What follows belongs to an exercise in optimizing a design on an open flow for small area; a production flow would make more cautious choices. Function was checked by simulation only, so behaviour that the tests miss may differ from the original. Power is estimated from default activity; no workload was simulated.

File: design.v
`default_nettype none
package wavhp_pkg;
    localparam int unsigned OUT_TDATA_W = 216;
    localparam logic [1:0] KIND_HEADER = 2'd0;
    localparam logic [1:0] KIND_SAMPLE = 2'd1;
    localparam logic [1:0] KIND_ERROR  = 2'd2;
    localparam logic [5:0] POS_LAST_HDR = 6'd43;
    localparam logic [5:0] POS_DATA0    = 6'd44;
endpackage
`default_nettype wire
`default_nettype none
module wavhp_core (
    input  wire logic        i_clk,
    input  wire logic        i_rst_n,
    input  wire logic        s_axis_tvalid,
    output logic             s_axis_tready,
    input  wire logic [7:0]  s_axis_tdata,
    input  wire logic        s_axis_tuser,
    output logic             m_axis_tvalid,
    input  wire logic        m_axis_tready,
    output logic [215:0]     m_axis_tdata,
    output logic [1:0]       m_axis_tuser
);
    logic [5:0]  r_pos;      
    logic        r_ov;       
    logic        r_khdr;     
    logic        r_tog;      
    logic        r_c2;       
    logic [31:0] r_rs_n;     
    logic [31:0] r_rate;     
    logic [31:0] r_brate;    
    logic [15:0] r_align;    
    logic [4:0]  r_bits_n;   
    logic [31:0] r_left_n;   
    logic [4:0]  r_bits;
    logic [5:0]  bits_out;
    logic [1:0]  wm1;        
    logic [31:0] r_left;
    logic        clr;
    logic       take;
    logic [7:0] x;
    logic [5:0] p;           
    logic       in_hdr, in_data, left_nz;
    logic [2:0] err;
    logic       smp_done;
    logic [3:0] lane_we;
    assign s_axis_tready = !r_ov || m_axis_tready;
    assign take          = s_axis_tvalid && s_axis_tready;
    assign x             = s_axis_tdata;
    assign p        = s_axis_tuser ? 6'd0 : r_pos;
    assign in_hdr   = s_axis_tuser || (r_pos <= wavhp_pkg::POS_LAST_HDR);
    assign in_data  = !s_axis_tuser && (r_pos[5:2] == 4'b1011);
    assign r_bits   = ~r_bits_n;
    assign r_left   = ~r_left_n;
    assign wm1      = r_bits[4:3];
    assign bits_out = {3'({1'b0, wm1} + 3'd1), r_bits[2:0]};
    assign smp_done = r_pos[1:0] == wm1;
    always_comb begin
        err = 3'd0;
        if (in_hdr) begin
            case (p)
                6'd0:  if (x != 8'h52) err = 3'd1;
                6'd1:  if (x != 8'h49) err = 3'd1;
                6'd2:  if (x != 8'h46) err = 3'd1;
                6'd3:  if (x != 8'h46) err = 3'd1;
                6'd21: if (!r_tog || x != 8'd0) err = 3'd2;
                6'd23: if (!(r_tog || r_c2) || x != 8'd0) err = 3'd3;
                6'd35: if (x != 8'd0 || !r_tog) err = 3'd4;
                default: ;
            endcase
        end
    end
    always_comb begin
        lane_we = 4'd0;
        if (in_hdr && p[5:2] == 4'd1) lane_we[p[1:0]] = 1'b1;
        if (in_data && !z[32]) lane_we[r_pos[1:0]] = 1'b1;
    end
    logic [32:0] z;
    logic        dec, hdr_take;
    logic [7:0]  xg;
    logic [31:0] left_de;
    assign z[0] = 1'b1;
    for (genvar i = 0; i < 32; i++) begin : g_z
        assign z[i+1] = z[i] & r_left_n[i];
    end
    assign left_nz  = !z[32];
    assign hdr_take = take && in_hdr;
    assign dec      = take && in_data && left_nz;
    assign xg       = in_hdr ? (x & {8{r_pos[3]}}) : 8'hff;
    for (genvar i = 0; i < 32; i++) begin : g_left
        assign left_de[i] = (hdr_take && (p == 36 || p == 40 + i / 8)) || (dec && z[i]);
        always_ff @(posedge i_clk) begin
            if (left_de[i]) r_left_n[i] <= !(xg[i % 8] && r_left_n[i]);
        end
    end
    logic [5:0] pos_d;
    always_comb begin
        if (in_hdr && err != 3'd0) pos_d = {3'b110, err};
        else if (!in_hdr && smp_done) pos_d = wavhp_pkg::POS_DATA0;
        else if (s_axis_tuser) pos_d = 6'd1;
        else pos_d = r_pos + 6'd1;
    end
    always_ff @(posedge i_clk) begin
        if (!i_rst_n) begin
            r_pos[5:4] <= 2'b11;
        end else if (hdr_take || dec) begin
            r_pos <= pos_d;
        end
    end
    always_ff @(posedge i_clk) begin
        if (!i_rst_n) begin
            r_ov <= 1'b0;
        end else begin
            if (r_ov && m_axis_tready) r_ov <= 1'b0;
            if ((hdr_take && (err != 3'd0 || p == wavhp_pkg::POS_LAST_HDR)) || (dec && smp_done)) begin
                r_ov <= 1'b1;
            end
        end
    end
    always_ff @(posedge i_clk) begin
        if (hdr_take && (err != 3'd0 || p == wavhp_pkg::POS_LAST_HDR)) begin
            r_khdr <= (err == 3'd0);
        end else if (dec && smp_done) begin
            r_khdr <= 1'b0;
        end
    end
    always_ff @(posedge i_clk) begin
        if (hdr_take && (p == 6'd20 || p == 6'd22)) begin
            r_tog <= (x == 8'd1);
        end else if (hdr_take && p == 6'd34) begin
            r_tog <= x[7:6] == 2'd0 && x[5:3] != 3'd0 && x[5:3] <= 3'd4;
        end else if (hdr_take && p == wavhp_pkg::POS_LAST_HDR) begin
            r_tog <= 1'b0;
        end else if (dec && smp_done) begin
            r_tog <= !r_tog;
        end
    end
    always_ff @(posedge i_clk) begin
        if (take) begin
            for (int k = 0; k < 4; k++) begin
                if (lane_we[k]) r_rs_n[8*k +: 8] <= ~x;
            end
            if (in_hdr) begin
                case (p)
                    6'd22: r_c2 <= (x == 8'd2);
                    6'd34: r_bits_n <= ~{2'(x[5:3] - 3'd1), x[2:0]};
                    default: ;
                endcase
            end
        end
    end
    assign clr = (take && err != 3'd0) || (r_ov && m_axis_tready);
    logic [7:0] xc;
    assign xc = x & {8{!clr}};
    always_ff @(posedge i_clk) begin
        for (int k = 0; k < 4; k++) begin
            if (clr || (take && in_hdr && p == 24 + k)) r_rate[8*k +: 8] <= xc;
            if (clr || (take && in_hdr && p == 28 + k)) r_brate[8*k +: 8] <= xc;
        end
        for (int k = 0; k < 2; k++) begin
            if (clr || (take && in_hdr && p == 32 + k)) r_align[8*k +: 8] <= xc;
        end
    end
    logic is_err, g_hdr, g_smp;
    logic [3:0] g_lane;
    assign is_err = r_pos[5] && r_pos[4];
    assign g_hdr  = r_khdr;               
    assign g_smp  = !is_err && !r_khdr;
    assign g_lane = {wm1 == 2'd3, wm1 >= 2'd2, wm1 != 2'd0, 1'b1} & {4{g_smp}};
    assign m_axis_tvalid = r_ov;
    assign m_axis_tuser  = {is_err, g_smp};
    assign m_axis_tdata  = {4'h0,
                            g_smp && r_c2 && !r_tog,
                            ~r_rs_n[31:24] & {8{g_lane[3]}}, ~r_rs_n[23:16] & {8{g_lane[2]}},
                            ~r_rs_n[15:8] & {8{g_lane[1]}}, ~r_rs_n[7:0] & {8{g_lane[0]}},
                            r_left & {32{g_hdr}},
                            {10'd0, bits_out & {6{g_hdr}}},
                            r_align,
                            r_brate,
                            r_rate,
                            {14'd0, r_c2 && g_hdr, !r_c2 && g_hdr},
                            ~r_rs_n & {32{g_hdr}},
                            r_pos[2:0] & {3{is_err}}};
endmodule
`default_nettype wire
`default_nettype none
module wav_header_parse_sample_unpack_unit (
    input  wire logic                   i_clk,
    input  wire logic                   i_rst_n,
    input  wire logic                   s_axis_tvalid,
    output logic                        s_axis_tready,
    input  wire logic [7:0]             s_axis_tdata,    
    input  wire logic [0:0]             s_axis_tuser,    
    output logic                        m_axis_tvalid,
    input  wire logic                   m_axis_tready,
    output logic [wavhp_pkg::OUT_TDATA_W-1:0] m_axis_tdata,
    output logic [1:0]                  m_axis_tuser     
);
    wavhp_core u_core (
        .i_clk         (i_clk),
        .i_rst_n       (i_rst_n),
        .s_axis_tvalid (s_axis_tvalid),
        .s_axis_tready (s_axis_tready),
        .s_axis_tdata  (s_axis_tdata),
        .s_axis_tuser  (s_axis_tuser[0]),
        .m_axis_tvalid (m_axis_tvalid),
        .m_axis_tready (m_axis_tready),
        .m_axis_tdata  (m_axis_tdata),
        .m_axis_tuser  (m_axis_tuser)
    );
endmodule
`default_nettype wire
File: flow/run.sh
#!/bin/bash
# The standard layout (standard.sh, the standard flow's own ORFS run) with three changes:
#  - port buffers use sky130_fd_sc_hd__buf_1 (buffer_ports otherwise picks clkdlybuf4s50_1);
#    every input and output port still gets its buffer;
#  - Yosys's ABC step maps the logic for area only (flow/abc_area.script, run through ORFS's
#    ABC_AREA switch from a copy of ORFS's scripts folder) instead of the delay-driven script.
#    Flip-flops are mapped before ABC, so the registers are the standard synthesis's;
#  - SKIP_REPAIR_TIE_FANOUT: the outputs that are constant 0 share the one tie cell synthesis
#    made instead of getting a tie cell each (as in the standard flow, no buffer is put on a
#    tie-driven output).
set -euo pipefail
rm -rf scripts
cp -r "$FLOW_HOME/scripts" scripts
cp flow/abc_area.script scripts/abc_area.script
bash standard.sh "SCRIPTS_DIR=$PWD/scripts" ABC_AREA=1 SKIP_REPAIR_TIE_FANOUT=1 \
    "BUFFER_PORTS_ARGS=-buffer_cell sky130_fd_sc_hd__buf_1" finish > standard.log 2>&1
File: flow/abc_area.script
strash
dc2
dch -f
map -a
topo
File: standard.sh
#!/bin/bash
# synth_recipe.tcl (not shown) runs the flow's synth.tcl, then flattens the netlist and writes it again
# the make line also repeats each setting of config.mk as NAME=value (left out here)
make -C /OpenROAD-flow-scripts/flow DESIGN_CONFIG=/design/flow/config.mk WORK_HOME=/design/flow/orfs CLKGATE_MAP_FILE= SYNTH_SCRIPT=/design/flow/synth_recipe.tcl "${@:-finish}"
File: config.mk
export PLATFORM = sky130hd
export DESIGN_NAME = wav_header_parse_sample_unpack_unit
export DESIGN_NICKNAME = wav_header_parse_sample_unpack_unit
export VERILOG_FILES = /design/flow/design.v
export SDC_FILE = /design/flow/constraint.sdc
export NUM_CORES = 4
export LEC_CHECK = 0
export CAP_MARGIN = 20
export CORE_MARGIN = 2
export CORE_UTILIZATION = 70
export CTS_BUF_LIST = sky130_fd_sc_hd__clkbuf_8
export PLACE_DENSITY = 0.85
export SLEW_MARGIN = 20
File: constraint.sdc
create_clock -name core_clock -period 6.0 [get_ports {i_clk}]
set_input_delay 1.2000 -clock core_clock [delete_from_list [all_inputs] [get_ports {i_clk}]]
set_output_delay 1.2000 -clock core_clock [all_outputs]
set_load 0.01 [all_outputs]
==> reports/results.tsv <==
metric	value	unit
yosys_register_bits	159	
detailedRoute.firstIterationViolations	609	
cp_data_required_time	6160	ps
postCtsSetupRepairBufs	0	
leakage	2.732	nW
grt_first_pass_wirelength	25560	um
power-per-cell-area	280.9	nW/um2
layout-drive-gt1-share	4.716	%
worst_setup_path_class	register to register	
route.detailed.drc	0	
cts.reportedPaths.clkPinSlew	80	ps
hold_path.class	register to register	
cap_violations	0	
port_buffers	204	
nets	836	
die_w	103.0	um
cts_hold_buffers	0	
irDropWorstVdd	0.2274	mV
worst_skew_pair.late_latency	450	ps
synthesized_area	6858	um2
ant_nets	0	
die_h	103.0	um
timing.critical_path.arrival	5020	ps
grt-ovfl-total	0	
h-tree-depth	4	
avgSynthCellArea	11.15	um2
fp.dieArea	10600	um2
antenna_cells	0	
netlist-cell-type-count	24	
first_global_vias	4919	
synthesis.nets	637	
start_util	71.14	%
synth_cells	615	
fp-row-count	36	
finalHoldViolCount	0	
largest_net_degree_at_the_start_of_global_routing	73	
cts_inserted_buffers	17	
wirelength	17700	um
ioPinCount	233	
area_delta_synth_final	16.51	%
finalCritPeriodShare	80.97	%
yosysWarnings	1	
crit_path_max_fanout	25	
final.setup_skew	7.193	ps
clk_path_buf_depth	2	
antenna_found_initial	0	
placeableCoreArea	9639	um2
tritoncts_num_sinks	159	
gp_congestion	0.9342	
timing_max_transition_violations_final	0	
slew_headroom	31.90	%
period_needed	4858	ps
final-setup-viol-count	0	
fin_util	82.89	%
max_clock_freq	205.8	MHz
dp_wirelength	12790	um
dr_total_vias	5585	
cp-start-kind	register	
synth.yosys.seq_area_share	69.18	%
cts_repair_resize_count	0	
setup_total_neg_slack	0	ps
status	no timing/DRC/antenna violations	
endpoint_kind	register	
drt_pre_antenna_iters	8	
cts_root_buf	sky130_fd_sc_hd__clkbuf_8	
tightest_slew	1011	ps
detail_route.vias_per_cell	5.818	
grtUsageTotal	33.41	%
tritoncts_clock_tree	done	
r2r_slack	1140	ps
detail_route.wl_per_cell	18.44	um
grt_setup_unrepaired	no	
==> layer usage <==
layer | track usage (%) | wire, um | up-vias
met5 | 0 | 0 | -
li1 | - | - | 2493
met3 | 9.153 | 1862 | 63
met1 | 42.43 | 6512 | 2618
met4 | 14.27 | 553 | 0
met2 | 54.80 | 8773 | 411
==> synthesized netlist by cell type <==
| master | count | area [um2] |
|---|---|---|
| sky130_fd_sc_hd__or2_2 | 1 | 6.260 |
| sky130_fd_sc_hd__a21boi_0 | 1 | 7.510 |
| sky130_fd_sc_hd__dfxtp_1 | 3 | 60.06 |
| sky130_fd_sc_hd__conb_1 | 1 | 3.750 |
| sky130_fd_sc_hd__nor3_1 | 7 | 35.03 |
| sky130_fd_sc_hd__a32o_1 | 2 | 20.02 |
| sky130_fd_sc_hd__clkinv_1 | 59 | 221.5 |
| sky130_fd_sc_hd__ha_1 | 9 | 112.6 |
| sky130_fd_sc_hd__edfxtp_1 | 156 | 4684 |
| sky130_fd_sc_hd__o41ai_1 | 1 | 8.760 |
| sky130_fd_sc_hd__a31oi_1 | 5 | 31.28 |
| sky130_fd_sc_hd__nand3_1 | 14 | 70.07 |
| sky130_fd_sc_hd__o21bai_1 | 1 | 7.510 |
| sky130_fd_sc_hd__nor2_1 | 163 | 611.8 |
| sky130_fd_sc_hd__a21oi_1 | 10 | 50.05 |
| sky130_fd_sc_hd__nand4_1 | 6 | 37.54 |
| sky130_fd_sc_hd__nor4_1 | 4 | 25.02 |
| sky130_fd_sc_hd__o21ai_0 | 46 | 230.2 |
| sky130_fd_sc_hd__o2111ai_1 | 1 | 8.760 |
| sky130_fd_sc_hd__xnor2_1 | 2 | 17.52 |
| sky130_fd_sc_hd__buf_4 | 30 | 225.2 |
| sky130_fd_sc_hd__o211ai_1 | 3 | 22.52 |
| sky130_fd_sc_hd__nand2_1 | 84 | 315.3 |
| sky130_fd_sc_hd__o31ai_1 | 6 | 45.04 |
==> final timing paths <==
kind                      start                 to  cells past startpoint
min             u_core.r_pos[5]    u_core.r_pos[5]                      2
max          u_core.r_left_n[0]  u_core.r_rs_n[31]                     21
max reg2reg  u_core.r_left_n[0]  u_core.r_rs_n[31]                     21
min reg2reg     u_core.r_pos[5]    u_core.r_pos[5]                      2
==> cells by family (layout without fill, tap and decap cells) <==
group / count (synthesis) / after routing / synth area share [%]
xor+xnor: 2 / 2 / 0.2555
flops: 159 / 159 / 69.18
compound gates: 76 / 76 / 6.295
simple gates: 279 / 279 / 16.06
fa+ha+maj: 9 / 9 / 1.642
buf+inv: 89 / 301 / 6.513
other cells: 1 / 1 / 0.05468
==> flip-flops by register name, summed over array words and instances (netlist names) <==
signal           flops
u_core.r_rs_n       32
u_core.r_c2          1
u_core.r_ov          1
u_core.r_bits_n      5
u_core.r_left_n     32
u_core.r_brate      32
u_core.r_pos         6
u_core.r_rate       32
u_core.r_khdr        1
u_core.r_tog         1
u_core.r_align      16
==> placed cells by master (no fill, tap or decap) <==
| cell | n |
|---|---|
| sky130_fd_sc_hd__a31oi_1 | 5 |
| sky130_fd_sc_hd__bufinv_16 | 1 |
| sky130_fd_sc_hd__inv_8 | 1 |
| sky130_fd_sc_hd__nor3_1 | 7 |
| sky130_fd_sc_hd__edfxtp_1 | 156 |
| sky130_fd_sc_hd__o21ai_0 | 42 |
| sky130_fd_sc_hd__clkinv_1 | 61 |
| sky130_fd_sc_hd__dfxtp_1 | 3 |
| sky130_fd_sc_hd__o31ai_2 | 2 |
| sky130_fd_sc_hd__or2_2 | 1 |
| sky130_fd_sc_hd__ha_1 | 9 |
| sky130_fd_sc_hd__a21boi_0 | 1 |
| sky130_fd_sc_hd__o31ai_1 | 4 |
| sky130_fd_sc_hd__a32o_1 | 2 |
| sky130_fd_sc_hd__clkinvlp_4 | 1 |
| sky130_fd_sc_hd__clkbuf_8 | 17 |
| sky130_fd_sc_hd__buf_1 | 204 |
| sky130_fd_sc_hd__inv_6 | 4 |
| sky130_fd_sc_hd__clkinv_2 | 2 |
| sky130_fd_sc_hd__o21ai_1 | 4 |
| sky130_fd_sc_hd__nand2_1 | 84 |
| sky130_fd_sc_hd__a21oi_1 | 10 |
| sky130_fd_sc_hd__o211ai_1 | 3 |
| sky130_fd_sc_hd__conb_1 | 1 |
| sky130_fd_sc_hd__nor2_1 | 163 |
| sky130_fd_sc_hd__xnor2_1 | 2 |
| sky130_fd_sc_hd__o2111ai_1 | 1 |
| sky130_fd_sc_hd__o21bai_1 | 1 |
| sky130_fd_sc_hd__buf_4 | 6 |
| sky130_fd_sc_hd__nor4_1 | 4 |
| sky130_fd_sc_hd__o41ai_1 | 1 |
| sky130_fd_sc_hd__nand3_1 | 14 |
| sky130_fd_sc_hd__clkinv_4 | 4 |
| sky130_fd_sc_hd__nand4_1 | 6 |
==> stage by stage <==
stage | std cells | setup WS, ps | total power [mW] | instance area, um2 | hold slack, ps
floorplan | 615 | 1868 | 1.449 | 6858 | 493.5
global placement | 928 | 1527 | 1.521 | 7610 | 530.8
detailed placement | 928 | 1209 | 1.531 | 7610 | 540.6
CTS | 960 | 1125 | 2.241 | 7979 | 553.0
global route | 960 | 604.0 | 2.306 | 7990 | 590.7
finish | 960 | 1142 | 2.245 | 7990 | 562.9
==> layout make-up <==
type                            instances  area [um2]
Inverter                               59       222.7
Multi-Input combinational cell        367        1677
Sequential cell                       159        4745
Tap cell                              133       166.4
Clock buffer                           17       234.0
Timing Repair Buffer                  210       810.8
Clock inverter                         15       135.1
Fill cell                             563        1649
==> worst max-delay path: stages, from the launching register on <==
cell	delay [ps]
sky130_fd_sc_hd__edfxtp_1	430
sky130_fd_sc_hd__nand4_1	130
sky130_fd_sc_hd__nor2_1	190
sky130_fd_sc_hd__nand3_1	120
sky130_fd_sc_hd__clkinv_1	80
sky130_fd_sc_hd__nand3_1	80
sky130_fd_sc_hd__nor2_1	240
sky130_fd_sc_hd__nand4_1	180
sky130_fd_sc_hd__nor2_1	230
sky130_fd_sc_hd__nand4_1	140
sky130_fd_sc_hd__nor2_1	240
sky130_fd_sc_hd__nand4_1	130
sky130_fd_sc_hd__nor2_1	220
sky130_fd_sc_hd__nand4_1	140
sky130_fd_sc_hd__nor2_1	240
sky130_fd_sc_hd__nand4_1	150
sky130_fd_sc_hd__nor2_1	190
sky130_fd_sc_hd__nand3_1	90
sky130_fd_sc_hd__nand3_1	80
sky130_fd_sc_hd__buf_4	240
sky130_fd_sc_hd__clkinv_1	470
sky130_fd_sc_hd__a32o_1	530
==> report_power, final <==
| part | switching, mW | total [mW] | internal, mW | leakage (nW) |
|---|---|---|---|---|
| sequential | 0.0153 | 1.29 | 1.27 | 1.46 |
| clock | 0.401 | 0.733 | 0.332 | 0.186 |
| combinational | 0.174 | 0.223 | 0.0489 | 1.09 |
| total | 0.590 | 2.24 | 1.65 | 2.73 |

[re-timing with driven ports]
No port has a modelled driver above. Below, the same layout with a new extraction and two added sets of constraints.
Step 1 sets driving cells, clkbuf_16 on the clock port and buf_2 on the other inputs (assumed; they add their load-dependent delay and slew).
Step 2 times the ports against the registers' clock, not the clock port: input delays grow and output delays shrink by t, the midpoint of the rising clock arrivals with the driver on.
Slacks: no drivers / after step 1 / after step 2; pairs: no drivers / after step 1.
t (ns): 0.481
setup slack, ns: 1.142 / 1.142 / 1.142
worst hold slack (ns): 0.563 / 0.563 / 0.563
worst setup path after step 2: register to register
latest minus earliest clock arrival (ns): 0.009 / 0.009
After both steps this run still meets setup and hold. For this run, drivers alone change the setup slack by 0.000 ns; drivers and shift together by 0.000 ns.
